Source: an optimization exercise on an open RTL-to-GDS flow (aim: small area, a short achievable clock period and few clock cycles). Production flows keep margins and buffers that such runs may drop. At most, simulation tests tie the RTL to the original design; equivalence was not proved. Only the layout flow was run in run 1; the RTL was not checked for function there. Power figures rest on the tool's default switching activity, not on a simulated workload.

==> flow/design.v (outline; a module is shown in full before it is edited, if it fits) <==
// module dts_sine_rom: 267 lines
// module dts_ctrl: 103 lines
// module dts_datapath: 1600 lines
// module decaying_tone_synth: 50 lines
module decaying_tone_synth (
  input  logic                                clk,
  input  logic                                rst,
  input  logic                                in_valid,
  output logic                                in_ready,
  input  logic                                start_req,
  output logic                                out_valid,
  input  logic                                out_ready,
  output logic signed [dts_pkg::SAMPLE_W-1:0] sample,
  output logic                                done_res,
  input  logic                                cfg_valid,
  output logic                                cfg_ready,
  input  logic [dts_pkg::CFG_IDX_W-1:0]       cfg_index,
  input  logic [dts_pkg::CFG_DATA_W-1:0]      cfg_data
);
  // ...
==> flow/run.sh <==
#!/bin/bash
# synth_recipe.tcl (not shown) runs the flow's synth.tcl, then flattens the netlist and writes it again
# the make line also repeats each setting of config.mk as NAME=value (left out here)
make -C /OpenROAD-flow-scripts/flow DESIGN_CONFIG=/design/flow/config.mk WORK_HOME=/design/flow/orfs CLKGATE_MAP_FILE= SYNTH_SCRIPT=/design/flow/synth_recipe.tcl finish
==> flow/config.mk <==
export PLATFORM = sky130hd
export DESIGN_NAME = decaying_tone_synth
export DESIGN_NICKNAME = decaying_tone_synth
export VERILOG_FILES = /design/flow/design.v
export SDC_FILE = /design/flow/constraint.sdc
export NUM_CORES = 4
export LEC_CHECK = 0
export CAP_MARGIN = 60
export CORE_MARGIN = 2
export CORE_UTILIZATION = 25
export PLACE_DENSITY = 0.45
export SLEW_MARGIN = 60
export SYNTH_MEMORY_MAX_BITS = 16384
==> flow/constraint.sdc <==
create_clock -name core_clock -period 10.0 [get_ports {clk}]
set_input_delay 2.0000 -clock core_clock [delete_from_list [all_inputs] [get_ports {clk}]]
set_output_delay 2.0000 -clock core_clock [all_outputs]
set_load 0.01 [all_outputs]
==> impl_metrics.py, run 1 <==
metrics = {
    "outcome": {
        "status": "finished clean",
    },
    "power_and_ir_drop": {
        "p_int_mw": 7.934,
        "maxPowerGroup": "combinational cells",
        "clockPowerShare": 0.171,
        "p_per_area_mw_per_mm2": 288.6,
        "power_frac_comb": 0.552,
        "fin_total_pwr_mw": 14.48,
        "ir_worst_vdd_v": 0.0001675,
    },
    "layout": {
        "finalNonFillerCells": 7336,
        "buffers": 125,
        "fin_nets": 5575,
        "nClkBuffers": 91,
        "layout_common_cells": "inv_1 (469), nand2_1 (429), dfxtp_1 (396)",
    },
    "synthesis": {
        "synthSimpleGateAreaFrac": 0.1236,
        "synth.most_common_cell": "inv_1",
        "synth.distinct_cells": 101,
        "synth_top_area_frac": 0.2032,
        "synth_compound_area_frac": 0.2040,
    },
    "critical_path": {
        "path_delay_family": "simple AND/OR/NAND/NOR gates",
        "start_kind": "primary input",
        "worstSetupEndpointType": "flip-flop",
        "crit_buf_inv": 2,
        "crit_type": "in2reg",
        "critPathSlowestCell": "or4_1",
        "r2r-start": "u_datapath.s0_jm[0]",
    },
    "floorplanning": {
        "die_y_um": 428.4,
        "die_x_um": 428.4,
        "core.rowCount": 155,
        "start_util": 0.2519,
    },
    "sta": {
        "setup_violations": 0,
        "slew-limit-headroom": 0.6120,
        "layout_setup_ws_ns": 6.009,
        "slew_violations": 0,
    },
    "route": {
        "wl_met2_um": 67480,
        "drt.antenna.violating_nets": 0,
        "drt_iter0_drc": 3282,
        "wl_met1_um": 67340,
    },
    "grt": {
        "busiest_layer": "met2",
        "met1_usage": 0.2158,
    },
    "clocking": {
        "hold_buffers": 0,
        "clkTransAtPathRegs_ns": 0.06,
    },
    "placed_design": {
        "dp_hpwl_um": 102000,
    },
}
==> run 2: changes to the inputs <==
--- a/flow/design.v
+++ b/flow/design.v
@@ -14,17 +14,17 @@
   localparam logic [FREQ_W-1:0]  FREQ_RST   = 15'd500;
   localparam logic [PSTEP_W-1:0] PSTEP_RST  = 32'd48695733;
   localparam logic [COUNT_W-1:0] COUNT_RST  = 20'd4410;
   localparam logic [ESTEP_W-1:0] ESTEP_RST  = 16'd15;
   localparam logic [FREQ_W-1:0]  HALF_ENABLE_HZ = 15'd200;
   localparam logic [ENV_W-1:0]   ENV_FULL       = 16'hFFFF;
   localparam int                 GAIN_MAIN      = 9830;
   localparam int                 GAIN_HALF      = 3277;
-  localparam int CREDITS     = 7;
+  localparam int CREDITS     = 8;
 endpackage
 `timescale 1ns / 1ps
 module dts_sine_rom (
   input  logic [8:0]  j,
   output logic [14:0] m
 );
   always_comb begin
     case (j)
@@ -422,28 +422,38 @@
       case (cfg_index)
         2'd0: half_en       <= cfg_data[dts_pkg::FREQ_W-1:0] > dts_pkg::HALF_ENABLE_HZ;
         2'd1: phase_step    <= cfg_data[dts_pkg::PSTEP_W-1:0];
         2'd2: sample_count  <= cfg_data[dts_pkg::COUNT_W-1:0];
         default: envelope_step <= cfg_data[dts_pkg::ESTEP_W-1:0];
       endcase
     end
   end
+  logic                          req;
+  logic                          req_start;
+  always_ff @(posedge clk) begin
+    if (rst) begin
+      req <= 1'b0;
+    end else begin
+      req <= accept;
+    end
+    req_start <= start_req;
+  end
   logic                          over_run;
   logic                          count_zero;
   logic                          over;
   assign over_run   = sample_index >= sample_count;
   assign count_zero = sample_count == '0;
-  assign over       = start_req ? count_zero : over_run;
+  assign over       = req_start ? count_zero : over_run;
   always_ff @(posedge clk) begin
     if (rst) begin
       sample_index   <= dts_pkg::COUNT_RST;
       phase_acc      <= '0;
-    end else if (accept) begin
-      if (start_req) begin
+    end else if (req) begin
+      if (req_start) begin
         if (count_zero) begin
           sample_index   <= '0;
           phase_acc      <= '0;
         end else begin
           sample_index   <= dts_pkg::COUNT_W'(1);
           phase_acc      <= {1'b0, phase_step};
         end
       end else if (!over_run) begin
@@ -458,24 +468,24 @@
   logic                      s0_ms, s0_hs;
   logic                      s0_start;
   assign j_main = phase_acc[30] ? (9'd256 - {1'b0, phase_acc[29:22]}) : {1'b0, phase_acc[29:22]};
   assign j_half = phase_acc[31] ? (9'd256 - {1'b0, phase_acc[30:23]}) : {1'b0, phase_acc[30:23]};
   always_ff @(posedge clk) begin
     if (rst) begin
       s0_valid <= 1'b0;
     end else begin
-      s0_valid <= accept;
+      s0_valid <= req;
     end
     s0_over <= over;
-    s0_jm   <= start_req ? '0 : j_main;
-    s0_ms   <= phase_acc[31] && !start_req;
-    s0_jh   <= (start_req || !half_en) ? '0 : j_half;
-    s0_hs   <= phase_acc[32] && !start_req && half_en;
-    s0_start <= start_req;
+    s0_jm   <= req_start ? '0 : j_main;
+    s0_ms   <= phase_acc[31] && !req_start;
+    s0_jh   <= (req_start || !half_en) ? '0 : j_half;
+    s0_hs   <= phase_acc[32] && !req_start && half_en;
+    s0_start <= req_start;
   end
   logic [14:0] rom_main_m, rom_half_m;
   dts_sine_rom u_rom_main (
     .j (s0_jm),
     .m (rom_main_m)
   );
   dts_sine_rom u_rom_half (
     .j (s0_jh),
==> run 2 against run 1 <==
  * Still clean on timing, DRC and antenna
  * Global-route usage is essentially flat
  * Combinational power decreased by 27%
  * Die area grew 3.1%
  * Sequential cell count is 22 higher
  * Area after synthesis is 3.2% higher
  * Cell count is 3.4% higher
  * Sequential power fell by 5.8%
  * Cell area up 3.6%
  * Critical path type is now reg2reg
==> impl_metrics.py, run 2 <==
metrics = {
    "outcome": {
        "status": "finished clean",
    },
    "floorplanning": {
        "core.rowCount": 158,
        "start_util": 0.2511,
        "ioPinCount": 60,
        "die_area_mm2": 0.1893,
        "die_y_um": 435.1,
        "die_x_um": 435.1,
        "core_area_mm2": 0.1850,
    },
    "sta": {
        "fin_crit_sh": 0.3639,
        "final.setup_skew_ns": 0.03248,
        "slew-limit-headroom": 0.5805,
        "finalSetupTns_ns": 0,
        "hold_viol": 0,
        "worstMarginPinSlew_ns": 0.6270,
        "setup_violations": 0,
        "rsz0062_at_grt": "no",
        "slew_violations": 0,
        "fmax_mhz": 274.8,
        "period_needed_ns": 3.639,
    },
    "critical_path": {
        "path_max_fanout": 25,
        "crit_type": "reg2reg",
        "reg2reg_depth": 11,
        "reg2reg_slack_ns": 6.36,
        "worstPathCellList": "buf_4 -> inv_1 -> ha_1 -> and2_1 -> nor3_1 -> a21oi_1 -> mux4_2 -> a311oi_2 -> a31oi_1 -> o21ai_0 -> xnor2_1",
        "cp.arrival_ns": 4.19,
        "start_kind": "flip-flop",
        "worstSetupEndpointType": "flip-flop",
        "path_delay_family": "compound AO/OA/AOI/OAI gates",
        "r2r-start": "u_datapath.s0_jh[0]",
        "crit_cells": 11,
        "cp.required_ns": 10.55,
        "crit_buf_inv": 2,
        "critPathSlowestCell": "mux4_2",
        "reg2reg_to": "u_datapath.s1_y[1]",
        "critPathMaxStageDelay_ns": 0.49,
    },
    "layout": {
        "diodes": 0,
        "fin_nets": 5698,
        "layout_commonest_cell": "inv_1",
        "largestRegisters": "u_ctrl.mem x112, u_datapath.s4_p0 x46, u_datapath.s4_p1 x45",
        "fillers": 19813,
        "largest-register": "u_ctrl.mem",
        "syn_to_final_growth_pct": 11.91,
        "drive_gt1_frac": 0.07144,
        "largest_reg_flops": 112,
        "layout_common_cells": "inv_1 (473), nand2_1 (425), dfxtp_1 (402)",
        "finalNonFillerCells": 7589,
    },
    "synthesis": {
        "synth_top_area_cell": "dfxtp_1",
        "syn_area_per_cell_um2": 8.855,
        "yosysWarnings": 4,
        "synth.distinct_cells": 89,
        "ys_ff_latch": 591,
        "synth_top_area_frac": 0.1995,
        "synth.area.top_cells": "dfxtp_1 (20%), fa_1 (15%), edfxtp_1 (8.3%), ha_1 (6.9%), xnor2_1 (5.1%)",
        "netlist_area_mm2": 0.04646,
        "synthFlopType": "dfxtp_1",
        "async_flop_share": 0,
        "postSynthCellCount": 5247,
        "ys_seq_area_frac": 0.2822,
        "synthTopCellsByCount": "inv_1 (476), dfxtp_1 (463), nand2_1 (426)",
        "synth_edf_count": 128,
        "synth.most_common_cell": "inv_1",
        "syn_nets": 5894,
    },
    "power_and_ir_drop": {
        "p_per_area_mw_per_mm2": 234.1,
        "ir_worst_vdd_v": 0.0001140,
        "leakagePower_nw": 20.11,
    },
    "worst_hold_path": {
        "hold_depth": 0,
        "min_from": "u_datapath.s0_over",
        "whs_endpoint": "u_datapath.s1_over",
        "hp-class": "reg2reg",
    },
    "grt": {
        "grt_overflow": 0,
        "antenna_found_initial": 0,
        "grt_max_degree": 86,
        "grt_usage": 0.1564,
        "grt_pass1_wl_um": 236400,
        "grt_pass1_vias": 38614,
    },
    "clocking": {
        "clkTransAtPathRegs_ns": 0.06,
        "clkLatencyLatePin_ns": 0.65,
        "hold_buffers": 0,
        "cts-root-buf": "clkbuf_16",
        "clock-sinks": 591,
        "postCtsSetupRepairBufs": 0,
        "numCtsBuffers": 71,
        "clockBufferDepth": 3,
        "cts_tree": "built",
        "post_cts_resized": 0,
        "cts_htree_levels": 3,
    },
    "placed_design": {
        "port_buffers": 58,
        "placed_cells": 7456,
        "dp_hpwl_um": 107300,
        "gp_congestion": 0.9286,
    },
    "route": {
        "drt_iter0_drc": 3464,
        "drt.antenna.violating_nets": 0,
        "drc": 0,
        "firstDrtPassIters": 9,
        "wl_um": 152200,
        "viasPerCell": 5.035,
        "post_drt_wl_per_cell_um": 20.05,
        "vias": 38207,
    },
    "run": {
        "max_cap_viol_count": 0,
    },
}
run 2: cell count changes in the layout (fill, tap and decap cells not counted), sizes merged, moves of 13 or more:
cell    delta
o21ai     -33
nor2      -23
nand3     +22
xor2      -21
a222oi    +16
edfxtp    +16
o211ai    +15
o21bai    +13
or3       +13
run 2: routing by layer:
metal	up-vias	GRT usage	share of wire
met4	0	0.05007	0.029
met2	1288	0.2571	0.47
li1	17912	-	-
met5	-	0	0
met3	276	0.01892	0.053
met1	18731	0.2129	0.45
run 2: area by class of cell:
cell class	instances	area [µm²]	area share
well taps	2480	3103	0.05968
multi-input cells	3771	30200	0.5808
flip-flops and latches	591	13210	0.2541
clock inverters	34	370.4	0.007123
repair buffers	135	1328	0.02553
inverters	481	1808	0.03477
clock buffers	97	1976	0.03800
run 2: power breakdown:
| part | internal [mW] | switching (mW) |
|---|---|---|
| logic | 2.32 | 3.50 |
| clock network | 1.51 | 1.08 |
| registers | 3.20 | 0.570 |
| total | 7.02 | 5.15 |
run 2: logic make-up (layout without fill, tap and decap cells):
| logic type | Yosys count | after routing | share of synthesized area |
|---|---|---|---|
| and+or+nand+nor | 1251 | 1251 | 0.1234 |
| muxes | 61 | 61 | 0.01952 |
| adders and majority gates | 607 | 607 | 0.2200 |
| DFF | 591 | 591 | 0.2822 |
| other | 1 | 1 | 0.00008071 |
| AOI/OAI and AO/OA | 1455 | 1455 | 0.2075 |
| xor gates and xnor gates | 396 | 396 | 0.07465 |
| buffers and inverters | 885 | 747 | 0.07260 |
run 2: worst max path at each step:
stage / from / end
floorplan: out_ready / u_ctrl.rd_ptr[0]
global placement: out_ready / u_ctrl.rd_ptr[3]
detailed placement: out_ready / u_ctrl.rd_ptr[5]
CTS: u_datapath.s3_one[0] / u_datapath.s4_p1[25]
global route: u_datapath.s0_jh[0] / u_datapath.s1_y[4]
finish: u_datapath.s0_jh[0] / u_datapath.s1_y[1]
run 2: through the flow:
step	cell area, µm²	hold slack (ns)	power (mW)	util	setup slack, ns
finish	51990	0.3219	12.17	0.2810	6.361
global route	51990	0.3304	13.29	0.2810	6.167
CTS	51860	0.3144	12.33	0.2803	6.384
detailed placement	49520	0.3121	9.682	0.2676	5.971
global placement	49150	0.3109	9.582	0.2656	5.114
floorplan	46460	0.3096	7.683	-	6.182
Testbench counts of run 2, summed over its fixed seeds: cycles 12,816.
==> module dts_ctrl, before the edit <==
module dts_ctrl (
  input  logic                         clk,
  input  logic                         rst,
  input  logic                         in_valid,
  output logic                         in_ready,
  output logic                         out_valid,
  input  logic                         out_ready,
  input  logic                         cfg_valid,
  output logic                         cfg_ready,
  output logic                         accept,
  output logic                         cfg_we,
  input  logic                         res_valid,
  input  logic                         res_done,
  input  logic [dts_pkg::Y_W-1:0]      res_y,
  output logic [dts_pkg::SAMPLE_W-1:0] sample,
  output logic                         done_res
);
  localparam int CREDITS = dts_pkg::CREDITS;
  localparam int QDEPTH  = CREDITS - 1;
  localparam int ENTRY_W = dts_pkg::Y_W + 1;
  logic               pop;
  logic               full;
  logic               head_empty;
  logic [CREDITS-1:0] inflight;
  logic [CREDITS-1:0] inflight_next;
  assign pop       = !head_empty && out_ready;
  assign accept    = in_valid && !full;
  assign cfg_we    = cfg_valid;
  assign cfg_ready = 1'b1;
  always_comb begin
    inflight_next = inflight;
    if (accept && !pop) begin
      inflight_next = {inflight[CREDITS-2:0], 1'b1};
    end else if (pop && !accept) begin
      inflight_next = {1'b0, inflight[CREDITS-1:1]};
    end
  end
  always_ff @(posedge clk) begin
    if (rst) begin
      inflight <= '0;
      in_ready <= 1'b1;
      full     <= 1'b0;
    end else begin
      inflight <= inflight_next;
      in_ready <= !inflight_next[CREDITS-1];
      full     <= inflight_next[CREDITS-1];
    end
  end
  logic [ENTRY_W-1:0] mem [QDEPTH];
  logic [QDEPTH-1:0]  wr_ptr;
  logic [QDEPTH-1:0]  rd_ptr;
  logic [QDEPTH-1:0]  qcount;
  logic               head_free;
  logic [ENTRY_W-1:0] mem_rd;
  logic [ENTRY_W-1:0] head_next;
  assign head_free = head_empty || out_ready;
  always_comb begin
    mem_rd = '0;
    for (int i = 0; i < QDEPTH; i++) begin
      if (rd_ptr[i]) mem_rd = mem_rd | mem[i];
    end
    head_next = qcount[0] ? mem_rd : {res_done, res_y};
  end
  always_ff @(posedge clk) begin
    for (int i = 0; i < QDEPTH; i++) begin
      if (res_valid && wr_ptr[i]) mem[i] <= {res_done, res_y};
    end
  end
  always_ff @(posedge clk) begin
    if (rst) begin
      wr_ptr     <= QDEPTH'(1);
      rd_ptr     <= QDEPTH'(1);
      qcount     <= '0;
      out_valid  <= 1'b0;
      head_empty <= 1'b1;
    end else begin
      if (res_valid) begin
        wr_ptr <= {wr_ptr[QDEPTH-2:0], wr_ptr[QDEPTH-1]};
      end
      if (head_free) begin
        if (qcount[0] || res_valid) begin
          rd_ptr     <= {rd_ptr[QDEPTH-2:0], rd_ptr[QDEPTH-1]};
          out_valid  <= 1'b1;
          head_empty <= 1'b0;
        end else begin
          out_valid  <= 1'b0;
          head_empty <= 1'b1;
        end
        if (!res_valid) begin
          qcount <= {1'b0, qcount[QDEPTH-1:1]};
        end
      end else if (res_valid) begin
        qcount <= {qcount[QDEPTH-2:0], 1'b1};
      end
    end
  end
  always_ff @(posedge clk) begin
    if (head_free) begin
      done_res <= head_next[ENTRY_W-1];
      sample   <= {head_next[ENTRY_W-2], head_next[ENTRY_W-2:0]};
    end
  end
endmodule
==> run 3: changes to the inputs <==
--- a/flow/design.v
+++ b/flow/design.v
@@ -309,7 +309,8 @@
 );
   localparam int CREDITS = dts_pkg::CREDITS;
   localparam int QDEPTH  = CREDITS - 1;
-  localparam int ENTRY_W = dts_pkg::Y_W + 1;
+  localparam int ENTRY_W = dts_pkg::Y_W;
+  localparam logic [ENTRY_W-1:0] DONE_CODE = {1'b1, {(ENTRY_W-1){1'b0}}};
   logic               pop;
   logic               full;
   logic               head_empty;
@@ -344,18 +345,25 @@
   logic [QDEPTH-1:0]  qcount;
   logic               head_free;
   logic [ENTRY_W-1:0] mem_rd;
-  logic [ENTRY_W-1:0] head_next;
+  logic [ENTRY_W-1:0] head_y;
+  logic               head_done;
   assign head_free = head_empty || out_ready;
   always_comb begin
     mem_rd = '0;
     for (int i = 0; i < QDEPTH; i++) begin
       if (rd_ptr[i]) mem_rd = mem_rd | mem[i];
     end
-    head_next = qcount[0] ? mem_rd : {res_done, res_y};
+    if (qcount[0]) begin
+      head_done = mem_rd == DONE_CODE;
+      head_y    = head_done ? '0 : mem_rd;
+    end else begin
+      head_done = res_done;
+      head_y    = res_y;
+    end
   end
   always_ff @(posedge clk) begin
     for (int i = 0; i < QDEPTH; i++) begin
-      if (res_valid && wr_ptr[i]) mem[i] <= {res_done, res_y};
+      if (res_valid && wr_ptr[i]) mem[i] <= res_done ? DONE_CODE : res_y;
     end
   end
   always_ff @(posedge clk) begin
@@ -388,8 +396,8 @@
   end
   always_ff @(posedge clk) begin
     if (head_free) begin
-      done_res <= head_next[ENTRY_W-1];
-      sample   <= {head_next[ENTRY_W-2], head_next[ENTRY_W-2:0]};
+      done_res <= head_done;
+      sample   <= {head_y[ENTRY_W-1], head_y};
     end
   end
 endmodule
==> run 3 against run 2 <==
  * Non-clock buffer count fell by 10
  * Critical path type unchanged
  * Clock power increased by 13%
  * First-iteration DRC count up 1.4%
  * Critical path depth decreased by 1
  * Wire length is essentially flat
  * Largest power group unchanged
  * Sequential power grew 5%
  * Still clean
==> impl_metrics.py, run 3 <==
metrics = {
    "outcome": {
        "status": "finished clean",
    },
    "critical_path": {
        "worstSetupEndpointType": "flip-flop",
        "reg2reg_to": "u_datapath.s1_x[4]",
        "start_kind": "flip-flop",
        "worstPathCellList": "buf_4 -> inv_1 -> buf_4 -> ha_1 -> nand2_1 -> and3_1 -> o41ai_1 -> nor4_2 -> nor2_1 -> o21ai_0",
        "reg2reg_slack_ns": 6.14,
        "r2r-start": "u_datapath.s0_jm[2]",
        "cp.arrival_ns": 4.37,
        "reg2reg_depth": 10,
        "critPathMaxStageDelay_ns": 0.56,
        "path_max_fanout": 45,
        "crit_type": "reg2reg",
        "cp.required_ns": 10.51,
        "crit_top_cell": "buf_4",
        "critPathSlowestCell": "dfxtp_4",
    },
    "synthesis": {
        "synth_compound_area_frac": 0.2064,
        "synth_edf_count": 121,
        "synthSimpleGateAreaFrac": 0.1215,
        "synthFlopType": "dfxtp_1",
        "postSynthCellCount": 5205,
        "syn_area_per_cell_um2": 8.838,
        "synth.distinct_cells": 94,
        "synth_top_family_by_area": "adder cells",
        "muxShareOfSynthArea": 0.01711,
        "yosysWarnings": 4,
        "synthTopCellsByCount": "dfxtp_1 (463), inv_1 (456), nand2_1 (454)",
        "async_flop_share": 0,
        "ys_seq_area_frac": 0.2805,
        "syn_nets": 5852,
        "ys_ff_latch": 584,
        "synth.area.top_cells": "dfxtp_1 (20%), fa_1 (15%), edfxtp_1 (7.9%), ha_1 (7.0%), xnor2_1 (4.9%)",
        "synth.most_common_cell": "dfxtp_1",
        "synthXorXnorAreaFrac": 0.07844,
        "synth_top_area_frac": 0.2015,
        "netlist_area_mm2": 0.04600,
        "synth_top_area_cell": "dfxtp_1",
        "synth_fa_ha_area_frac": 0.2222,
    },
    "sta": {
        "setup_violations": 0,
        "slew-limit-headroom": 0.5944,
        "final.setup_skew_ns": 0.03615,
        "fmax_mhz": 259.0,
        "period_needed_ns": 3.861,
        "fin_crit_sh": 0.3861,
        "finalSetupTns_ns": 0,
        "hold_viol": 0,
        "rsz0062_at_grt": "no",
        "worstMarginPinSlew_ns": 0.5990,
        "slew_violations": 0,
    },
    "clocking": {
        "clkLatencyLatePin_ns": 0.65,
        "postCtsSetupRepairBufs": 0,
        "cts_htree_levels": 3,
        "post_cts_resized": 0,
        "clkTransAtPathRegs_ns": 0.06,
        "numCtsBuffers": 71,
        "cts_tree": "built",
        "clockBufferDepth": 3,
        "clock-sinks": 584,
        "cts-root-buf": "clkbuf_16",
        "hold_buffers": 0,
    },
    "layout": {
        "largestRegisters": "u_ctrl.mem x105, u_datapath.s4_p0 x46, u_datapath.s4_p1 x45",
        "finalNonFillerCells": 7514,
        "diodes": 0,
        "fillers": 19396,
        "largest-register": "u_ctrl.mem",
        "layout_common_cells": "inv_1 (454), nand2_1 (453), dfxtp_1 (398)",
        "fin_nets": 5640,
        "syn_to_final_growth_pct": 12.28,
        "layout_commonest_cell": "inv_1",
        "largest_reg_flops": 105,
        "stdcell_area_mm2": 0.05165,
        "drive_gt1_frac": 0.07446,
    },
    "grt": {
        "grt_usage": 0.1595,
        "grt_pass1_vias": 37925,
        "antenna_found_initial": 1,
        "grt_pass1_wl_um": 235200,
        "grt_max_degree": 99,
        "grt_overflow": 0,
    },
    "route": {
        "wl_um": 152200,
        "drt.antenna.violating_nets": 0,
        "drt_iter0_drc": 3514,
        "drc": 0,
        "firstDrtPassIters": 6,
        "post_drt_wl_per_cell_um": 20.25,
        "viasPerCell": 5.038,
        "vias": 37857,
    },
    "power_and_ir_drop": {
        "leakagePower_nw": 19.99,
        "switching_share": 0.4317,
        "power_frac_comb": 0.518,
        "ir_worst_vdd_v": 0.0001578,
        "clockPowerShare": 0.205,
        "power_switching_mw": 6.158,
        "p_per_area_mw_per_mm2": 276.2,
        "seq_power_share": 0.277,
        "p_int_mw": 8.107,
    },
    "floorplanning": {
        "core_area_mm2": 0.1829,
        "die_x_um": 433.0,
        "start_util": 0.2515,
        "ioPinCount": 60,
        "core.rowCount": 157,
        "die_y_um": 433.0,
        "die_area_mm2": 0.1875,
    },
    "worst_hold_path": {
        "min_from": "u_datapath.s1_start",
        "whs_endpoint": "u_datapath.s2_start",
        "hold_depth": 0,
        "hp-class": "reg2reg",
    },
    "placed_design": {
        "gp_congestion": 0.9215,
        "place_area_mm2": 0.04892,
        "port_buffers": 58,
        "dp_hpwl_um": 106800,
        "placed_cells": 7382,
    },
    "run": {
        "max_cap_viol_count": 0,
    },
}
-- run 3: cell count changes after synthesis, moves of 13 or more --
cell,change
nand3_1,+15
xor2_1,+29
nor2b_1,-13
nor2_1,+29
clkbuf_1,-31
nand2_1,+28
inv_1,-20
xnor2_1,-13
a211oi_1,-33
o21ai_0,+13
buf_2,+33
-- run 3: metrics by stage --
stage | worst slack (ns) | total power [mW] | hold slack, ns | util
6_report | 6.139 | 14.26 | 0.3232 | 0.2824
5_1_grt | 6.057 | 15.58 | 0.3250 | 0.2824
4_1_cts | 6.130 | 14.46 | 0.3247 | 0.2820
3_5_place_dp | 6.180 | 11.48 | 0.3132 | 0.2675
3_3_place_gp | 5.674 | 11.40 | 0.3135 | 0.2652
2_1_floorplan | 6.494 | 8.943 | 0.3096 | -
-- run 3: power by group through the flow --
stage / Sequential, mW / Clock, mW / Combinational (mW)
6_report: 3.96 / 2.92 / 7.39
3_5_place_dp: 4.01 / 0 / 7.47
4_1_cts: 3.96 / 3.01 / 7.50
2_1_floorplan: 3.52 / 0 / 5.42
5_1_grt: 4.01 / 3.09 / 8.48
3_3_place_gp: 3.99 / 0 / 7.41
-- run 3: kinds of logic (layout without fill, tap and decap cells) --
group | Yosys count | count (layout)
AOI/OAI and AO/OA | 1423 | 1423
and+or+nand+nor | 1256 | 1256
buffers and inverters | 871 | 716
adders and majority gates | 607 | 607
DFF | 584 | 584
xor gates and xnor gates | 412 | 412
muxes | 51 | 51
other | 1 | 1
-- run 3: worst max-delay path, delay by kind of cell, from the launching register on --
kind,cells,cell delay [ns]
buffers and inverters,3,1.26
AND/OR/NAND/NOR,4,0.80
AO/OA/AOI/OAI,2,0.59
flip-flops,1,0.56
adder cells (fa/ha/maj),1,0.47
-- run 3: layout make-up --
cell class | count | area (µm²) | share of cell area
Inverter | 461 | 1733 | 0.03355
Tap cell | 2464 | 3083 | 0.05969
Clock inverter | 43 | 724.4 | 0.01403
Timing Repair Buffer | 125 | 1259 | 0.02437
Multi-Input combinational cell | 3750 | 29890 | 0.5788
Clock buffer | 87 | 1928 | 0.03733
Sequential cell | 584 | 13030 | 0.2522
-- run 3: metal layers --
layer  track usage  vias to the layer above  share of wire
met5             0                        -              0
met4       0.05400                        0          0.035
met3       0.02295                      288          0.060
met2        0.2585                     1357           0.46
met1        0.2161                    18564           0.45
li1              -                    17648              -
-- run 3: worst max-delay path by stage --
stage,start,to,slack (ns),depth (start not counted)
CTS,u_datapath.s0_jm[2],u_datapath.s1_x[4],6.13,10
global route,u_datapath.s0_jm[2],u_datapath.s1_x[4],6.06,10
floorplan,u_datapath.s3_mix[16],u_datapath.s4_p1[17],6.49,11
detailed placement,u_datapath.s0_jm[2],u_datapath.s1_x[4],6.18,10
global placement,u_datapath.s0_jh[0],u_datapath.s1_y[0],5.67,10
finish,u_datapath.s0_jm[2],u_datapath.s1_x[4],6.14,10
Testbench counts of run 3, summed over its fixed seeds: cycles 12,816.
==> run 4: changes to the inputs <==
==> flow/flow/run.sh (new file) <==
#!/bin/bash
set -euo pipefail
sed 's/"\${@:-finish}"/SETUP_SLACK_MARGIN=6.6 "${@:-finish}"/' standard.sh > standard_margin.sh
grep -q 'SETUP_SLACK_MARGIN=6.6' standard_margin.sh
bash standard_margin.sh > flow_make.log 2>&1
==> flow/standard.sh (new file) <==
#!/bin/bash
# synth_recipe.tcl (not shown) runs the flow's synth.tcl, then flattens the netlist and writes it again
# the make line also repeats each setting of config.mk as NAME=value (left out here)
make -C /OpenROAD-flow-scripts/flow DESIGN_CONFIG=/design/flow/config.mk WORK_HOME=/design/flow/orfs CLKGATE_MAP_FILE= SYNTH_SCRIPT=/design/flow/synth_recipe.tcl "${@:-finish}"
removed: flow/run.sh
==> run 4 against run 3 <==
  * Sequential share of layout area fell by 0.13 points
  * Non-clock buffer count rose by 26
  * Clock power fell by 9.2%
  * Wire length rose by 2.1%
  * Cell count rose by 0.31%
  * Fmax rose by 13%
  * Synthesized cell count did not move
  * Utilization rose by 0.25 points
  * Clock skew fell by 0.0062 ns
  * Critical path depth rose by 2
  * Critical path type unchanged
  * Critical endpoint is now u_datapath.s1_x[9]
  * Largest power group unchanged
==> impl_metrics.py, run 4 <==
metrics = {
    "outcome": {
        "status": "finished clean",
    },
    "layout": {
        "diodes": 0,
        "syn_to_final_growth_pct": 13.28,
        "fin_nets": 5665,
        "largest-register": "u_ctrl.mem",
        "layout_common_cells": "nand2_1 (452), inv_1 (451), dfxtp_1 (394)",
        "largest_reg_flops": 105,
        "layout_commonest_cell": "nand2_1",
        "drive_gt1_frac": 0.09087,
        "final_util": 0.2849,
        "largestRegisters": "u_ctrl.mem x105, u_datapath.s4_p0 x46, u_datapath.s4_p1 x45",
    },
    "power_and_ir_drop": {
        "fin_total_pwr_mw": 14.25,
        "p_per_area_mw_per_mm2": 273.5,
        "ir_worst_vdd_v": 0.0001478,
        "leakagePower_nw": 20.16,
    },
    "floorplanning": {
        "core_area_mm2": 0.1829,
        "die_y_um": 433.0,
        "ioPinCount": 60,
        "die_area_mm2": 0.1875,
        "die_x_um": 433.0,
        "start_util": 0.2515,
        "core.rowCount": 157,
    },
    "route": {
        "vias": 38048,
        "route.met3.wl_um": 8350,
        "wl_um": 155300,
        "post_drt_wl_per_cell_um": 20.61,
        "wl_met2_um": 71980,
        "viasPerCell": 5.048,
        "drt.antenna.violating_nets": 0,
        "firstDrtPassIters": 6,
        "top_layer_used": "met5",
        "drc": 0,
        "wl_met1_um": 70130,
        "drt_iter0_drc": 3284,
    },
    "grt": {
        "antenna_found_initial": 2,
        "grt_overflow": 0,
        "grt_usage": 0.1622,
        "grt_pass1_vias": 38237,
        "grt_max_degree": 86,
        "grt_pass1_wl_um": 238700,
    },
    "sta": {
        "setup_violations": 0,
        "rsz0062_at_grt": "yes",
        "fmax_mhz": 293.7,
        "layout_setup_ws_ns": 6.595,
        "slew-limit-headroom": 0.5861,
        "hold-worst-slack_ns": 0.3070,
        "finalSetupTns_ns": 0,
        "slew_violations": 0,
        "hold_viol": 0,
        "final.setup_skew_ns": 0.02994,
        "period_needed_ns": 3.405,
        "fin_crit_sh": 0.3405,
        "worstMarginPinSlew_ns": 0.6130,
    },
    "synthesis": {
        "syn_area_per_cell_um2": 8.838,
        "synth.most_common_cell": "dfxtp_1",
        "synth.area.top_cells": "dfxtp_1 (20%), fa_1 (15%), edfxtp_1 (7.9%), ha_1 (7.0%), xnor2_1 (4.9%)",
        "synthTopCellsByCount": "dfxtp_1 (463), inv_1 (456), nand2_1 (454)",
        "synth_top_area_frac": 0.2015,
        "syn_nets": 5852,
        "ys_seq_area_frac": 0.2805,
        "synth.distinct_cells": 94,
        "yosysWarnings": 4,
        "postSynthCellCount": 5205,
        "async_flop_share": 0,
        "synth_top_area_cell": "dfxtp_1",
        "ys_ff_latch": 584,
        "synth_edf_count": 121,
        "netlist_area_mm2": 0.04600,
        "synthFlopType": "dfxtp_1",
    },
    "critical_path": {
        "worstPathCellList": "buf_4 -> inv_1 -> ha_2 -> nand2_1 -> nand2_1 -> nor2_1 -> a31oi_1 -> o21ai_0 -> o32ai_1 -> a21oi_1 -> o21ai_0 -> o21ai_0",
        "path_max_fanout": 21,
        "start_kind": "flip-flop",
        "cp.required_ns": 10.50,
        "crit_top_cell": "o21ai_0",
        "crit_type": "reg2reg",
        "worstSetupEndpointType": "flip-flop",
        "critPathMaxStageDelay_ns": 0.61,
        "cp.arrival_ns": 3.90,
        "critPathSlowestCell": "ha_2",
        "reg2reg_slack_ns": 6.60,
    },
    "clocking": {
        "clkTransAtPathRegs_ns": 0.06,
        "cts-root-buf": "clkbuf_16",
        "clock-sinks": 584,
        "numCtsBuffers": 70,
        "cts_tree": "built",
        "clkLatencyLatePin_ns": 0.64,
        "hold_buffers": 0,
        "cts_htree_levels": 3,
        "clockBufferDepth": 3,
    },
    "placed_design": {
        "dp_hpwl_um": 107200,
        "port_buffers": 58,
        "pre_cts_ws_ns": 6.189,
        "gp_congestion": 0.9219,
    },
    "run": {
        "max_cap_viol_count": 0,
    },
    "worst_hold_path": {
        "hp-class": "reg2reg",
    },
}
==> run 4: changes by cell type in the layout (fill, tap and decap cells not counted), moves of 11 or more <==
cell | before | now
fa_1 | 350 | 336
clkdlybuf4s50_1 | 57 | 38
a22oi_2 | 0 | 18
dlygate4sd2_1 | 0 | 19
dfxtp_2 | 48 | 35
dfxtp_4 | 17 | 34
bufinv_16 | 17 | 6
nor2_1 | 359 | 347
a22oi_1 | 284 | 266
fa_2 | 0 | 14
buf_4 | 41 | 52
==> run 4: metrics by stage <==
stage	area (µm²)	cells
after floorplan	46020	5205
after global placement	48560	7384
after detailed placement	48920	7388
after CTS	51550	7520
after global routing	52110	7537
final	52110	7537
==> run 4: report_power, final <==
part           total, mW  internal, mW  switching, mW
logic               7.63          3.10           4.52
registers           3.98          3.30          0.679
clock network       2.65          1.58           1.07
==> run 4: routing by layer <==
metal / up-vias / GRT usage
met3: 310 / 0.02168
met1: 18799 / 0.2201
li1: 17697 / -
met5: - / 0
met2: 1240 / 0.2648
met4: 2 / 0.05233
==> run 4: cell type report <==
| cell class | count | area (µm²) |
|---|---|---|
| inverters | 461 | 1747 |
| flip-flops and latches | 584 | 13070 |
| clock buffers | 96 | 2022 |
| repair buffers | 151 | 1652 |
| well taps | 2464 | 3083 |
| fillers | 19475 | 130800 |
| multi-input cells | 3750 | 30170 |
| clock inverters | 31 | 365.4 |
==> run 4: critical path, delay by kind of cell (launching register included) <==
family,cells,cell delay (ns)
AND/OR/NAND/NOR,3,0.56
flip-flops,1,0.32
buffers and inverters,2,0.53
AO/OA/AOI/OAI,6,1.24
adder cells (fa/ha/maj),1,0.61
==> run 4: final timing paths <==
| path | start | endpoint | cells after the start |
|---|---|---|---|
| hold reg to reg | u_datapath.s3_over | u_datapath.s4_over | 0 |
| setup / recovery | u_datapath.s0_jm[1] | u_datapath.s1_x[9] | 12 |
| hold / removal | u_datapath.s3_over | u_datapath.s4_over | 0 |
| setup reg to reg | u_datapath.s0_jm[1] | u_datapath.s1_x[9] | 12 |
==> run 4: cells by family after synthesis <==
| family | share of synthesized area |
|---|---|
| AO/OA/AOI/OAI | 0.2064 |
| AND/OR/NAND/NOR | 0.1215 |
| buffers and inverters | 0.07371 |
| adder cells (fa/ha/maj) | 0.2222 |
| flip-flops | 0.2805 |
| XOR/XNOR | 0.07844 |
| multiplexers | 0.01711 |
| other | 0.00008152 |
==> run 4: timing repair <==
item / in CTS / in global routing
pin swaps: 2 / 9
endpoints found under the setup margin: 136 / 102
buffers inserted: 3 / 11
resized for setup: 70 / 77
gates cloned: 2 / 3
==> run 5: changes to the inputs <==
--- a/flow/config.mk
+++ b/flow/config.mk
@@ -5,9 +5,9 @@
 export SDC_FILE = /design/flow/constraint.sdc
 export NUM_CORES = 4
 export LEC_CHECK = 0
-export CAP_MARGIN = 60
+export CAP_MARGIN = 20
 export CORE_MARGIN = 2
 export CORE_UTILIZATION = 25
 export PLACE_DENSITY = 0.45
-export SLEW_MARGIN = 60
+export SLEW_MARGIN = 20
 export SYNTH_MEMORY_MAX_BITS = 16384
==> run 5 against run 4 <==
  * Still clean
  * First-iteration DRC count increased by 1.4%
  * Die area stayed put
  * Clock-buffer cell count down 6
  * Synthesized cell count is the same
  * Power decreased by 1.1%
  * Area after synthesis is the same
  * Largest cell class unchanged
==> impl_metrics.py, run 5 <==
metrics = {
    "outcome": {
        "status": "finished clean",
    },
    "synthesis": {
        "synth.area.top_cells": "dfxtp_1 (20%), fa_1 (15%), edfxtp_1 (7.9%), ha_1 (7.0%), xnor2_1 (4.9%)",
        "ys_seq_area_frac": 0.2805,
        "async_flop_share": 0,
        "yosysWarnings": 4,
        "synth.distinct_cells": 94,
        "synth_edf_count": 121,
        "synthFlopType": "dfxtp_1",
        "syn_nets": 5852,
        "syn_area_per_cell_um2": 8.838,
        "synthTopCellsByCount": "dfxtp_1 (463), inv_1 (456), nand2_1 (454)",
        "netlist_area_mm2": 0.04600,
        "postSynthCellCount": 5205,
        "synth_top_area_cell": "dfxtp_1",
        "ys_ff_latch": 584,
        "synth.most_common_cell": "dfxtp_1",
        "synth_top_area_frac": 0.2015,
    },
    "layout": {
        "fillers": 19471,
        "multi_input_area_mm2": 0.03009,
        "syn_to_final_growth_pct": 12.58,
        "seq_area_mm2": 0.01306,
        "drive_gt1_frac": 0.08350,
        "layout_common_cells": "nand2_1 (453), inv_1 (452), dfxtp_1 (407)",
        "finalNonFillerCells": 7544,
        "fin_nets": 5671,
        "largest_reg_flops": 105,
        "layout_commonest_cell": "nand2_1",
        "largestRegisters": "u_ctrl.mem x105, u_datapath.s4_p0 x46, u_datapath.s4_p1 x45",
        "stdcell_area_mm2": 0.05179,
        "largest-register": "u_ctrl.mem",
    },
    "route": {
        "drc": 0,
        "viasPerCell": 5.058,
        "firstDrtPassIters": 8,
        "drt_iter0_drc": 3330,
        "post_drt_wl_per_cell_um": 20.63,
        "drt.antenna.violating_nets": 0,
        "wl_um": 155600,
        "vias": 38158,
    },
    "floorplanning": {
        "die_y_um": 433.0,
        "die_area_mm2": 0.1875,
        "die_x_um": 433.0,
        "core_area_mm2": 0.1829,
        "start_util": 0.2515,
        "ioPinCount": 60,
        "core.rowCount": 157,
    },
    "sta": {
        "slew-limit-headroom": 0.2831,
        "final.setup_skew_ns": 0.03105,
        "finalSetupTns_ns": 0,
        "rsz0062_at_grt": "yes",
        "fin_crit_sh": 0.3538,
        "layout_setup_ws_ns": 6.462,
        "worstMarginPinSlew_ns": 1.075,
        "hold_viol": 0,
        "setup_violations": 0,
        "hold-worst-slack_ns": 0.3287,
        "slew_violations": 0,
        "fmax_mhz": 282.6,
        "period_needed_ns": 3.538,
    },
    "grt": {
        "grt_overflow": 0,
        "grt_usage": 0.1621,
        "grt_max_degree": 86,
        "grt_pass1_vias": 38359,
        "grt_pass1_wl_um": 238300,
        "antenna_found_initial": 2,
    },
    "critical_path": {
        "critPathSlowestCell": "o311ai_0",
        "cp.arrival_ns": 4.06,
        "worstPathCellList": "buf_4 -> inv_1 -> ha_1 -> nor2_1 -> o311ai_0 -> o31ai_1 -> a2111oi_0 -> a21oi_1 -> o21ai_0",
        "crit_type": "reg2reg",
        "critPathMaxStageDelay_ns": 0.76,
        "path_max_fanout": 24,
        "cp.required_ns": 10.52,
        "worstSetupEndpointType": "flip-flop",
        "start_kind": "flip-flop",
    },
    "power_and_ir_drop": {
        "p_int_mw": 7.840,
        "switching_share": 0.4438,
        "ir_worst_vdd_v": 0.0001561,
        "seq_power_share": 0.283,
        "leakagePower_nw": 20.04,
        "power_frac_comb": 0.539,
        "p_per_area_mw_per_mm2": 272.2,
        "power_switching_mw": 6.255,
        "clockPowerShare": 0.179,
    },
    "placed_design": {
        "pre_cts_ws_ns": 5.602,
        "placed_cells": 7384,
        "gp_congestion": 0.9219,
        "place_area_mm2": 0.04856,
        "port_buffers": 58,
        "dp_hpwl_um": 107000,
    },
    "worst_hold_path": {
        "hp-class": "reg2reg",
    },
    "clocking": {
        "numCtsBuffers": 70,
        "clkTransAtPathRegs_ns": 0.06,
        "clock-sinks": 584,
        "cts_htree_levels": 3,
        "clockBufferDepth": 3,
        "cts-root-buf": "clkbuf_16",
        "clkLatencyLatePin_ns": 0.64,
        "cts_tree": "built",
    },
    "run": {
        "max_cap_viol_count": 0,
    },
}
[run 5: cell counts after synthesis]
Identical to the previous run, type by type.
[run 5: worst max-delay path: cells and delay by family (launching register included)]
family | cells | cell delay, ns
flip-flops | 1 | 0.30
AO/OA/AOI/OAI | 5 | 1.84
adder cells (fa/ha/maj) | 1 | 0.57
AND/OR/NAND/NOR | 1 | 0.16
buffers and inverters | 2 | 0.52
[run 5: kinds of logic (layout without fill, tap and decap cells)]
logic type                 after synthesis  count (layout)  share of synthesized area
AOI/OAI and AO/OA                     1423            1423                     0.2064
and+or+nand+nor                       1256            1256                     0.1215
buffers and inverters                  871             744                    0.07371
adders and majority gates              607             607                     0.2222
DFF                                    584             584                     0.2805
xor gates and xnor gates               412             412                    0.07844
muxes                                   51              51                    0.01711
other                                    1               3                 0.00008152
[run 5: final timing paths]
| path | depth (start not counted) | end | slack, ns | from |
|---|---|---|---|---|
| worst min register to register | 0 | u_datapath.s1_start | 0.33 | u_datapath.s0_start |
| worst min-delay path | 0 | u_datapath.s1_start | 0.33 | u_datapath.s0_start |
| worst max register to register | 9 | u_datapath.s1_x[7] | 6.46 | u_datapath.s0_jm[0] |
| worst max-delay path | 9 | u_datapath.s1_x[7] | 6.46 | u_datapath.s0_jm[0] |
[run 5: routing by layer]
| layer | GRT usage | wire (µm) | share of wire | vias to the layer above |
|---|---|---|---|---|
| met5 | 0 | 14 | 0.000090 | - |
| met4 | 0.05927 | 5589 | 0.036 | 2 |
| met2 | 0.2631 | 71680 | 0.46 | 1390 |
| met3 | 0.02123 | 9018 | 0.058 | 336 |
| li1 | - | - | - | 17726 |
| met1 | 0.2189 | 69310 | 0.45 | 18704 |
[run 5: layout make-up]
cell class | instances | share of cell area
antenna | 2 | 0.00009664
clock buffer | 90 | 0.03624
clock inverter | 36 | 0.006716
inverter | 461 | 0.03368
multi-input combinational | 3750 | 0.5810
sequential | 584 | 0.2521
tap | 2464 | 0.05953
timing repair buffer | 157 | 0.03061
[run 5: power groups by stage]
stage	clock, mW	sequential [mW]	combinational [mW]
detailed placement	0	4.00	7.51
finish	2.52	3.98	7.59
floorplan	0	3.52	5.43
global route	2.68	4.04	8.69
CTS	2.60	3.97	7.56
global placement	0	3.99	7.46
[run 5: timing repair]
item / in CTS / in global routing
cloned: 3 / 3
setup buffers: 1 / 25
resized for setup: 119 / 94
hold buffers: 0 / 0
pin swaps: 2 / 11
endpoints found under the setup margin: 186 / 143
[run 5: through the flow]
| step | util | power, mW |
|---|---|---|
| 5_1_grt | 0.2831 | 15.41 |
| 3_5_place_dp | 0.2655 | 11.50 |
| 4_1_cts | 0.2798 | 14.14 |
| 6_report | 0.2832 | 14.09 |
| 3_3_place_gp | 0.2655 | 11.45 |
| 2_1_floorplan | - | 8.951 |
==> run 6: changes to the inputs <==
==> flow/flow/run.sh (replaced) <==
#!/bin/bash
set -euo pipefail
sed 's/"\${@:-finish}"/SETUP_SLACK_MARGIN=6.9 "${@:-finish}"/' standard.sh > standard_margin.sh
grep -q 'SETUP_SLACK_MARGIN=6.9' standard_margin.sh
bash standard_margin.sh > flow_make.log 2>&1
--- a/flow/config.mk
+++ b/flow/config.mk
@@ -5,9 +5,9 @@
 export SDC_FILE = /design/flow/constraint.sdc
 export NUM_CORES = 4
 export LEC_CHECK = 0
-export CAP_MARGIN = 20
+export CAP_MARGIN = 60
 export CORE_MARGIN = 2
 export CORE_UTILIZATION = 25
 export PLACE_DENSITY = 0.45
-export SLEW_MARGIN = 20
+export SLEW_MARGIN = 60
 export SYNTH_MEMORY_MAX_BITS = 16384
==> run 6 against run 5 <==
  * Critical endpoint is now u_datapath.s4_p1[17]
  * Synthesized cell count is the same
  * Still clean
  * Clock-buffer cell count is the same
  * Clock power grew 5%
  * Global-route usage grew 0.087 points
  * Cell count grew 1.3%
  * Worst hold slack lost 0.0067 ns
  * Sequential power grew 2%
  * Critical path type unchanged
  * Clock skew shrank 0.0086 ns
==> impl_metrics.py, run 6 <==
metrics = {
    "outcome": {
        "status": "finished clean",
    },
    "layout": {
        "largestRegisters": "u_ctrl.mem x105, u_datapath.s4_p0 x46, u_datapath.s4_p1 x45",
        "syn_to_final_growth_pct": 18.30,
        "layout_common_cells": "nand2_1 (444), inv_1 (411), dfxtp_1 (375)",
        "diodes": 0,
        "largest_reg_flops": 105,
        "largest-register": "u_ctrl.mem",
        "fin_nets": 5768,
        "stdcell_area_mm2": 0.05442,
        "finalNonFillerCells": 7640,
        "fillers": 19245,
        "drive_gt1_frac": 0.1607,
        "layout_commonest_cell": "nand2_1",
    },
    "floorplanning": {
        "die_y_um": 433.0,
        "core_area_mm2": 0.1829,
        "ioPinCount": 60,
        "core.rowCount": 157,
        "die_x_um": 433.0,
        "die_area_mm2": 0.1875,
        "start_util": 0.2515,
    },
    "synthesis": {
        "synthTopCellsByCount": "dfxtp_1 (463), inv_1 (456), nand2_1 (454)",
        "ys_ff_latch": 584,
        "synth.distinct_cells": 94,
        "synth.area.top_cells": "dfxtp_1 (20%), fa_1 (15%), edfxtp_1 (7.9%), ha_1 (7.0%), xnor2_1 (4.9%)",
        "async_flop_share": 0,
        "synthSimpleGateAreaFrac": 0.1215,
        "synth_top_area_cell": "dfxtp_1",
        "synth_compound_area_frac": 0.2064,
        "ys_seq_area_frac": 0.2805,
        "yosysWarnings": 4,
        "synth_fa_ha_area_frac": 0.2222,
        "synth_top_area_frac": 0.2015,
        "syn_nets": 5852,
        "netlist_area_mm2": 0.04600,
        "synth_top_family_by_area": "adder cells",
        "postSynthCellCount": 5205,
        "synth.most_common_cell": "dfxtp_1",
        "syn_area_per_cell_um2": 8.838,
        "synthXorXnorAreaFrac": 0.07844,
        "muxShareOfSynthArea": 0.01711,
        "synth_edf_count": 121,
        "synthFlopType": "dfxtp_1",
    },
    "sta": {
        "setup_violations": 0,
        "period_needed_ns": 3.237,
        "final.setup_skew_ns": 0.02241,
        "fmax_mhz": 308.9,
        "slew_violations": 0,
        "hold_viol": 0,
        "rsz0062_at_grt": "yes",
        "worstMarginPinSlew_ns": 0.6066,
        "fin_crit_sh": 0.3237,
        "hold-worst-slack_ns": 0.3219,
        "finalSetupTns_ns": 0,
        "slew-limit-headroom": 0.5931,
    },
    "critical_path": {
        "cp.arrival_ns": 3.81,
        "start_kind": "flip-flop",
        "r2r-start": "u_datapath.s3_two[1]",
        "reg2reg_depth": 10,
        "crit_type": "reg2reg",
        "worstPathCellList": "clkbuf_16 -> a22oi_2 -> xnor2_1 -> ha_1 -> fa_2 -> inv_2 -> fa_2 -> fa_1 -> inv_2 -> fa_2",
        "worstSetupEndpointType": "flip-flop",
        "critPathMaxStageDelay_ns": 0.55,
        "path_max_fanout": 7,
        "reg2reg_to": "u_datapath.s4_p1[17]",
        "cp.required_ns": 10.57,
        "reg2reg_slack_ns": 6.76,
        "critPathSlowestCell": "fa_2",
        "crit_top_cell": "fa_2",
    },
    "clocking": {
        "numCtsBuffers": 71,
        "cts_htree_levels": 3,
        "cts-root-buf": "clkbuf_16",
        "clkLatencyLatePin_ns": 0.64,
        "clkTransAtPathRegs_ns": 0.05,
        "clock-sinks": 584,
        "clockBufferDepth": 3,
        "cts_tree": "built",
    },
    "route": {
        "firstDrtPassIters": 8,
        "drt.antenna.violating_nets": 0,
        "post_drt_wl_per_cell_um": 20.98,
        "viasPerCell": 5.094,
        "drt_iter0_drc": 3362,
        "wl_um": 160300,
        "drc": 0,
        "vias": 38917,
    },
    "power_and_ir_drop": {
        "ir_worst_vdd_v": 0.0001287,
        "power_switching_mw": 6.642,
        "switching_share": 0.4385,
        "p_int_mw": 8.507,
        "leakagePower_nw": 20.77,
        "power_frac_comb": 0.558,
        "clockPowerShare": 0.174,
        "seq_power_share": 0.268,
        "p_per_area_mw_per_mm2": 278.4,
    },
    "worst_hold_path": {
        "min_from": "u_datapath.s1_start",
        "whs_endpoint": "u_datapath.s2_start",
        "hold_depth": 0,
        "hp-class": "reg2reg",
    },
    "grt": {
        "antenna_found_initial": 0,
        "grt_usage": 0.1629,
        "grt_overflow": 0,
        "grt_max_degree": 74,
        "grt_pass1_wl_um": 240200,
        "grt_pass1_vias": 38766,
    },
    "run": {
        "max_cap_viol_count": 0,
    },
    "placed_design": {
        "placed_cells": 7394,
        "dp_hpwl_um": 108500,
        "gp_congestion": 0.9489,
        "port_buffers": 58,
        "place_area_mm2": 0.04912,
    },
}
[run 6: worst max-delay path by stage]
stage | slack, ns | start | depth (start not counted) | to
after detailed placement | 6.24 | out_ready | 6 | u_ctrl.rd_ptr[2]
after CTS | 6.69 | u_datapath.s3_one[1] | 10 | u_datapath.s4_p1[17]
final | 6.76 | u_datapath.s3_two[1] | 10 | u_datapath.s4_p1[17]
after global placement | 5.73 | u_datapath.s0_jh[0] | 10 | u_datapath.s1_y[0]
after global routing | 6.68 | u_datapath.s3_one[0] | 10 | u_datapath.s4_p1[31]
after floorplan | 6.84 | u_datapath.s3_mix[14] | 11 | u_datapath.s4_p1[17]
[run 6: stage by stage]
step	power, mW	util	setup WS, ns
2_1_floorplan	9.089	-	6.836
3_3_place_gp	11.61	0.2665	5.729
3_5_place_dp	11.71	0.2686	6.245
4_1_cts	14.67	0.2872	6.693
5_1_grt	16.44	0.2976	6.684
6_report	15.15	0.2976	6.763
[run 6: critical path, delay by kind of cell (launching register included)]
family	cells	cell delay (ns)
AOI/OAI and AO/OA	1	0.19
buffers and inverters	3	0.28
DFF	1	0.39
xor gates and xnor gates	1	0.14
adders and majority gates	5	2.17
[run 6: logic make-up (layout without fill, tap and decap cells)]
family,count (synthesis),after routing
fa+ha+maj,607,607
buf+inv,871,842
simple gates,1256,1256
flops,584,584
other cells,1,1
xor+xnor,412,412
compound gates,1423,1423
mux,51,51
[run 6: area by class of cell]
type / count / area (µm²) / area share
Timing Repair Buffer: 253 / 2813 / 0.05169
Sequential cell: 584 / 13140 / 0.2414
Tap cell: 2464 / 3083 / 0.05665
Multi-Input combinational cell: 3750 / 31240 / 0.5741
Inverter: 461 / 1758 / 0.03230
Clock buffer: 90 / 1959 / 0.03600
Clock inverter: 38 / 430.4 / 0.007909
[run 6: timing repair]
action                                  4_1_cts  5_1_grt
resized for setup                           257      280
hold buffers                                  0        0
pin swaps                                    33      151
buffers inserted                             33       65
endpoints found under the setup margin      203      252
cloned                                        6       13
[run 6: metal layers]
layer	up-vias	global-route usage	wire, µm
li1	17942	-	-
met1	19267	0.2214	70860
met2	1390	0.2654	74270
met3	318	0.02275	9627
met4	0	0.05182	5492
met5	-	0	0
[run 6: power groups by stage]
stage / clock network (mW) / logic (mW) / registers [mW]
6_report: 2.64 / 8.45 / 4.05
5_1_grt: 2.81 / 9.53 / 4.10
4_1_cts: 2.72 / 7.94 / 4.01
3_5_place_dp: 0 / 7.68 / 4.03
3_3_place_gp: 0 / 7.60 / 4.01
2_1_floorplan: 0 / 5.57 / 3.52
==> run 7: changes to the inputs <==
--- a/flow/config.mk
+++ b/flow/config.mk
@@ -7,7 +7,7 @@
 export LEC_CHECK = 0
 export CAP_MARGIN = 60
 export CORE_MARGIN = 2
-export CORE_UTILIZATION = 25
-export PLACE_DENSITY = 0.45
+export CORE_UTILIZATION = 40
+export PLACE_DENSITY = 0.6
 export SLEW_MARGIN = 60
 export SYNTH_MEMORY_MAX_BITS = 16384
==> run 7 against run 6 <==
  * Clock-buffer cell count is 1 lower
  * Power decreased by 2.5%
  * First-iteration DRC count up 21%
  * Die area down 37%
  * Sequential share of layout area rose by 0.60 points
  * Combinational power shrank 3.8%
  * Highest routed layer is now met5
  * Worst hold slack gained 0.0033 ns
  * Clock skew is 0.012 ns higher
==> impl_metrics.py, run 7 <==
metrics = {
    "layout": {
        "finalNonFillerCells": 6659,
        "largest_reg_flops": 105,
        "fin_nets": 5745,
        "largestRegisters": "u_ctrl.mem x105, u_datapath.s4_p0 x46, u_datapath.s4_p1 x45",
        "drive_gt1_frac": 0.1548,
        "syn_to_final_growth_pct": 15.38,
        "largest-register": "u_ctrl.mem",
        "layout_commonest_cell": "nand2_1",
        "diodes": 0,
        "layout_common_cells": "nand2_1 (446), inv_1 (412), dfxtp_1 (384)",
    },
    "grt": {
        "grt_overflow": 0,
        "antenna_found_initial": 2,
        "grt_usage": 0.2395,
        "grt_max_degree": 91,
        "grt_pass1_wl_um": 223400,
        "grt_pass1_vias": 38031,
    },
    "worst_hold_path": {
        "hold_depth": 0,
        "hp-class": "reg2reg",
    },
    "sta": {
        "slew_violations": 0,
        "hold-worst-slack_ns": 0.3253,
        "hold_viol": 0,
        "rsz0062_at_grt": "yes",
        "finalSetupTns_ns": 0,
        "setup_violations": 0,
        "fmax_mhz": 308.5,
        "final.setup_skew_ns": 0.03488,
        "slew-limit-headroom": 0.5840,
        "worstMarginPinSlew_ns": 0.6198,
        "period_needed_ns": 3.241,
        "fin_crit_sh": 0.3241,
    },
    "synthesis": {
        "synth.distinct_cells": 94,
        "syn_area_per_cell_um2": 8.838,
        "postSynthCellCount": 5205,
        "synth_top_area_frac": 0.2015,
        "yosysWarnings": 4,
        "netlist_area_mm2": 0.04600,
        "synthFlopType": "dfxtp_1",
        "synthTopCellsByCount": "dfxtp_1 (463), inv_1 (456), nand2_1 (454)",
        "ys_ff_latch": 584,
        "async_flop_share": 0,
        "synth_top_area_cell": "dfxtp_1",
        "syn_nets": 5852,
        "ys_seq_area_frac": 0.2805,
        "synth_edf_count": 121,
        "synth.area.top_cells": "dfxtp_1 (20%), fa_1 (15%), edfxtp_1 (7.9%), ha_1 (7.0%), xnor2_1 (4.9%)",
        "synth.most_common_cell": "dfxtp_1",
    },
    "critical_path": {
        "reg2reg_slack_ns": 6.76,
        "cp.arrival_ns": 3.82,
        "crit_type": "reg2reg",
        "path_max_fanout": 10,
        "reg2reg_to": "u_datapath.s4_p1[14]",
        "reg2reg_depth": 11,
        "worstSetupEndpointType": "flip-flop",
        "endpoint": "u_datapath.s4_p1[14]",
        "r2r-start": "u_datapath.s3_two[0]",
        "worstSetupStartpoint": "u_datapath.s3_two[0]",
        "cp.required_ns": 10.58,
        "start_kind": "flip-flop",
    },
    "clocking": {
        "clockBufferDepth": 3,
        "hold_buffers": 0,
        "cts_tree": "built",
        "clkTransAtPathRegs_ns": 0.06,
        "cts-root-buf": "clkbuf_16",
        "clock-sinks": 584,
        "cts_htree_levels": 3,
        "numCtsBuffers": 67,
        "clkLatencyLatePin_ns": 0.64,
    },
    "outcome": {
        "status": "finished clean",
    },
    "route": {
        "vias": 39348,
        "drt_iter0_drc": 4074,
        "drc": 0,
        "firstDrtPassIters": 7,
        "wl_um": 149400,
        "drt.antenna.violating_nets": 0,
        "post_drt_wl_per_cell_um": 22.43,
        "viasPerCell": 5.909,
    },
    "power_and_ir_drop": {
        "leakagePower_nw": 20.72,
        "ir_worst_vdd_v": 0.0001791,
        "p_per_area_mw_per_mm2": 278.2,
    },
    "run": {
        "max_cap_viol_count": 0,
    },
    "placed_design": {
        "dp_hpwl_um": 98740,
        "placed_cells": 6441,
        "port_buffers": 58,
        "gp_congestion": 0.9966,
    },
    "floorplanning": {
        "die_y_um": 343.1,
        "start_util": 0.4028,
        "core.rowCount": 124,
        "die_x_um": 343.1,
        "ioPinCount": 60,
        "die_area_mm2": 0.1177,
        "core_area_mm2": 0.1142,
    },
}
-- run 7: kinds of logic after synthesis --
kind of cell    Yosys count  share of synthesized area
compound gates         1423                     0.2064
xor+xnor                412                    0.07844
fa+ha+maj               607                     0.2222
buf+inv                 871                    0.07371
flops                   584                     0.2805
mux                      51                    0.01711
other cells               1                 0.00008152
simple gates           1256                     0.1215
-- run 7: cell type report --
type / count / area, µm²
timing repair buffer: 234 / 2825
fill: 10970 / 61110
multi-input combinational: 3750 / 31160
clock inverter: 29 / 430.4
sequential: 584 / 13130
tap: 1512 / 1892
clock buffer: 89 / 1882
inverter: 461 / 1753
-- run 7: critical path, cell delays in order, from the launching register on --
cell     delay [ns]
dfxtp_4        0.37
buf_4          0.15
buf_16         0.14
a22oi_2        0.24
xor2_2         0.11
fa_1           0.49
inv_1          0.05
fa_1           0.48
inv_1          0.05
fa_2           0.53
inv_2          0.04
fa_2           0.50
-- run 7: where the power goes --
part	internal [mW]	total [mW]	switching [mW]
Clock	1.57	2.60	1.04
Sequential	3.31	4.03	0.717
Combinational	3.46	8.13	4.67
Total	8.34	14.8	6.43
-- run 7: worst min-delay path by stage --
stage                        startpoint             endpoint  slack [ns]
floorplan            u_datapath.s0_over   u_datapath.s1_over        0.31
global placement    u_datapath.s1_start  u_datapath.s2_start        0.31
global route         u_datapath.s0_over   u_datapath.s1_over        0.33
detailed placement     u_datapath.s1_ms     u_datapath.s2_ms        0.31
CTS                  u_datapath.s0_over   u_datapath.s1_over        0.32
finish              u_datapath.s1_start  u_datapath.s2_start        0.33
-- run 7: timing repair --
action | 4_1_cts | 5_1_grt
gates cloned | 6 | 16
setup buffers | 22 | 54
gates resized for setup | 261 | 271
pin swaps | 123 | 95
endpoints found under the setup margin | 219 | 252
-- run 7: stage by stage --
step | setup slack, ns | power, mW | instance area [µm²] | util
2_1_floorplan | 6.836 | 9.089 | 46460 | -
3_3_place_gp | 5.838 | 11.16 | 47540 | 0.4163
3_5_place_dp | 6.123 | 11.39 | 47930 | 0.4198
4_1_cts | 6.777 | 14.24 | 51130 | 0.4477
5_1_grt | 6.687 | 15.99 | 53080 | 0.4648
6_report | 6.759 | 14.76 | 53080 | 0.4648
-- run 7: layer usage --
metal / global-route usage / vias to the layer above / part of all wire / wire (µm)
met5: 0 / - / 0.00016 / 24
met4: 0.09798 / 4 / 0.050 / 7417
li1: - / 17861 / - / -
met3: 0.04217 / 481 / 0.084 / 12480
met2: 0.3762 / 1905 / 0.45 / 66640
met1: 0.3259 / 19097 / 0.42 / 62830
==> run 8: changes to the inputs <==
==> flow/flow/run.sh (replaced) <==
#!/bin/bash
set -euo pipefail
sed 's/"\${@:-finish}"/SETUP_SLACK_MARGIN=7.2 "${@:-finish}"/' standard.sh > standard_margin.sh
grep -q 'SETUP_SLACK_MARGIN=7.2' standard_margin.sh
bash standard_margin.sh > flow_make.log 2>&1
--- a/flow/config.mk
+++ b/flow/config.mk
@@ -7,7 +7,7 @@
 export LEC_CHECK = 0
 export CAP_MARGIN = 60
 export CORE_MARGIN = 2
-export CORE_UTILIZATION = 40
-export PLACE_DENSITY = 0.6
+export CORE_UTILIZATION = 25
+export PLACE_DENSITY = 0.45
 export SLEW_MARGIN = 60
 export SYNTH_MEMORY_MAX_BITS = 16384
==> run 8 against run 7 <==
  * Global-route usage is 6.8 points lower
  * Sequential power about the same
  * Still clean
  * Critical path depth did not move
  * Non-clock buffer count increased by 154
  * Critical endpoint is now u_datapath.s4_p1[28]
==> impl_metrics.py, run 8 <==
metrics = {
    "outcome": {
        "status": "finished clean",
    },
    "clocking": {
        "clkLatencyLatePin_ns": 0.64,
        "cts_tree": "built",
        "clkTransAtPathRegs_ns": 0.06,
        "clockBufferDepth": 3,
        "numCtsBuffers": 71,
        "cts-root-buf": "clkbuf_16",
        "clock-sinks": 584,
        "hold_buffers": 0,
        "cts_htree_levels": 3,
    },
    "synthesis": {
        "synthFlopType": "dfxtp_1",
        "netlist_area_mm2": 0.04600,
        "syn_nets": 5852,
        "muxShareOfSynthArea": 0.01711,
        "synth.area.top_cells": "dfxtp_1 (20%), fa_1 (15%), edfxtp_1 (7.9%), ha_1 (7.0%), xnor2_1 (4.9%)",
        "ys_ff_latch": 584,
        "synth.most_common_cell": "dfxtp_1",
        "synth_compound_area_frac": 0.2064,
        "postSynthCellCount": 5205,
        "synth_top_family_by_area": "adder cells",
        "ys_seq_area_frac": 0.2805,
        "async_flop_share": 0,
        "synth_top_area_frac": 0.2015,
        "synth_fa_ha_area_frac": 0.2222,
        "synth.distinct_cells": 94,
        "synth_top_area_cell": "dfxtp_1",
        "synthSimpleGateAreaFrac": 0.1215,
        "synth_edf_count": 121,
        "synthXorXnorAreaFrac": 0.07844,
        "yosysWarnings": 4,
        "syn_area_per_cell_um2": 8.838,
        "synthTopCellsByCount": "dfxtp_1 (463), inv_1 (456), nand2_1 (454)",
    },
    "sta": {
        "rsz0062_at_grt": "yes",
        "worstMarginPinSlew_ns": 0.6424,
        "setup_violations": 0,
        "final.setup_skew_ns": 0.03193,
        "period_needed_ns": 3.253,
        "slew-limit-headroom": 0.5672,
        "hold-worst-slack_ns": 0.3226,
        "slew_violations": 0,
        "finalSetupTns_ns": 0,
        "hold_viol": 0,
        "layout_setup_ws_ns": 6.747,
        "fin_crit_sh": 0.3253,
        "fmax_mhz": 307.4,
    },
    "route": {
        "post_drt_wl_per_cell_um": 21.41,
        "viasPerCell": 5.114,
        "vias": 39805,
        "drt_iter0_drc": 3607,
        "drt.antenna.violating_nets": 0,
        "wl_um": 166600,
        "firstDrtPassIters": 8,
        "drc": 0,
    },
    "floorplanning": {
        "ioPinCount": 60,
        "core.rowCount": 157,
        "die_area_mm2": 0.1875,
        "core_area_mm2": 0.1829,
        "die_y_um": 433.0,
        "die_x_um": 433.0,
        "start_util": 0.2515,
    },
    "power_and_ir_drop": {
        "p_per_area_mw_per_mm2": 278.7,
        "power_frac_comb": 0.586,
        "p_int_mw": 9.068,
        "seq_power_share": 0.251,
        "leakagePower_nw": 22.00,
        "clockPowerShare": 0.163,
        "ir_worst_vdd_v": 0.0001560,
        "switching_share": 0.4362,
        "power_switching_mw": 7.015,
    },
    "grt": {
        "grt_max_degree": 89,
        "grt_overflow": 0,
        "grt_pass1_vias": 39833,
        "antenna_found_initial": 0,
        "grt_usage": 0.1715,
        "grt_pass1_wl_um": 250500,
    },
    "layout": {
        "largest-register": "u_ctrl.mem",
        "largest_reg_flops": 105,
        "layout_commonest_cell": "nand2_1",
        "syn_to_final_growth_pct": 25.47,
        "layout_common_cells": "nand2_1 (426), inv_1 (378), dfxtp_1 (346)",
        "finalNonFillerCells": 7784,
        "largestRegisters": "u_ctrl.mem x105, u_datapath.s4_p0 x46, u_datapath.s4_p1 x45",
        "drive_gt1_frac": 0.2423,
        "fin_nets": 5908,
        "stdcell_area_mm2": 0.05772,
    },
    "run": {
        "max_cap_viol_count": 0,
    },
    "worst_hold_path": {
        "hp-class": "reg2reg",
    },
    "critical_path": {
        "cp.arrival_ns": 3.76,
        "crit_type": "reg2reg",
        "cp.required_ns": 10.51,
        "start_kind": "flip-flop",
        "worstSetupEndpointType": "flip-flop",
        "path_max_fanout": 7,
    },
    "placed_design": {
        "placed_cells": 7385,
        "place_area_mm2": 0.04943,
        "gp_congestion": 0.9392,
        "pre_cts_ws_ns": 6.214,
        "port_buffers": 58,
        "dp_hpwl_um": 107400,
    },
}
run 8: cell counts after synthesis:
No cell type changed its count.
run 8: path summary, 6_finish.rpt:
check,slack [ns],startpoint,to,cells after the start
worst max-delay path,6.75,u_datapath.s3_two[1],u_datapath.s4_p1[28],11
worst min-delay path,0.32,u_datapath.s3_over,u_datapath.s4_over,0
worst max register to register,6.75,u_datapath.s3_two[1],u_datapath.s4_p1[28],11
worst min register to register,0.32,u_datapath.s3_over,u_datapath.s4_over,0
run 8: what timing repair did:
| action | in CTS | in global routing |
|---|---|---|
| gates resized for setup | 562 | 325 |
| buffers inserted | 148 | 86 |
| gates cloned | 23 | 9 |
| pin swaps | 202 | 212 |
| setup endpoints to repair | 320 | 342 |
run 8: critical path, cell delays in order (launching register included):
cell and delay (ns):
dfxtp_4 0.38, buf_12 0.14, buf_16 0.14, a22oi_2 0.15, xnor2_1 0.08, ha_1 0.30, inv_2 0.04, fa_2 0.41
fa_2 0.54, fa_1 0.45, inv_2 0.08, fa_2 0.42
run 8: power groups by stage:
stage	clock, mW	combinational (mW)	sequential [mW]
floorplan	0	5.79	3.53
global placement	0	7.65	3.99
detailed placement	0	7.74	4.02
CTS	2.70	8.68	4.01
global route	2.80	10.5	4.08
finish	2.62	9.43	4.03
run 8: cell families (layout without fill, tap and decap cells):
family	count (synthesis)	in the layout
other	1	2
buffers and inverters	871	980
AOI/OAI and AO/OA	1423	1425
and+or+nand+nor	1256	1259
xor gates and xnor gates	412	412
DFF	584	584
adders and majority gates	607	607
muxes	51	51
run 8: stage by stage:
step | util | power, mW
after global placement | 0.2687 | 11.65
after floorplan | - | 9.322
final | 0.3156 | 16.08
after detailed placement | 0.2703 | 11.76
after global routing | 0.3156 | 17.41
after CTS | 0.3035 | 15.39
run 8: per-layer routing:
metal	GRT usage	routed length [µm]
met1	0.2230	71350
met2	0.2874	78310
met3	0.02465	9927
met4	0.06265	7035
met5	0	0
run 8: final cells by class:
type | count | area, µm²
well taps | 2464 | 3083
inverters | 461 | 1770
clock inverters | 32 | 334.1
flip-flops and latches | 584 | 13180
diodes | 1 | 2.502
fillers | 19044 | 125200
multi-input cells | 3755 | 32850
clock buffers | 99 | 2036
repair buffers | 388 | 4454
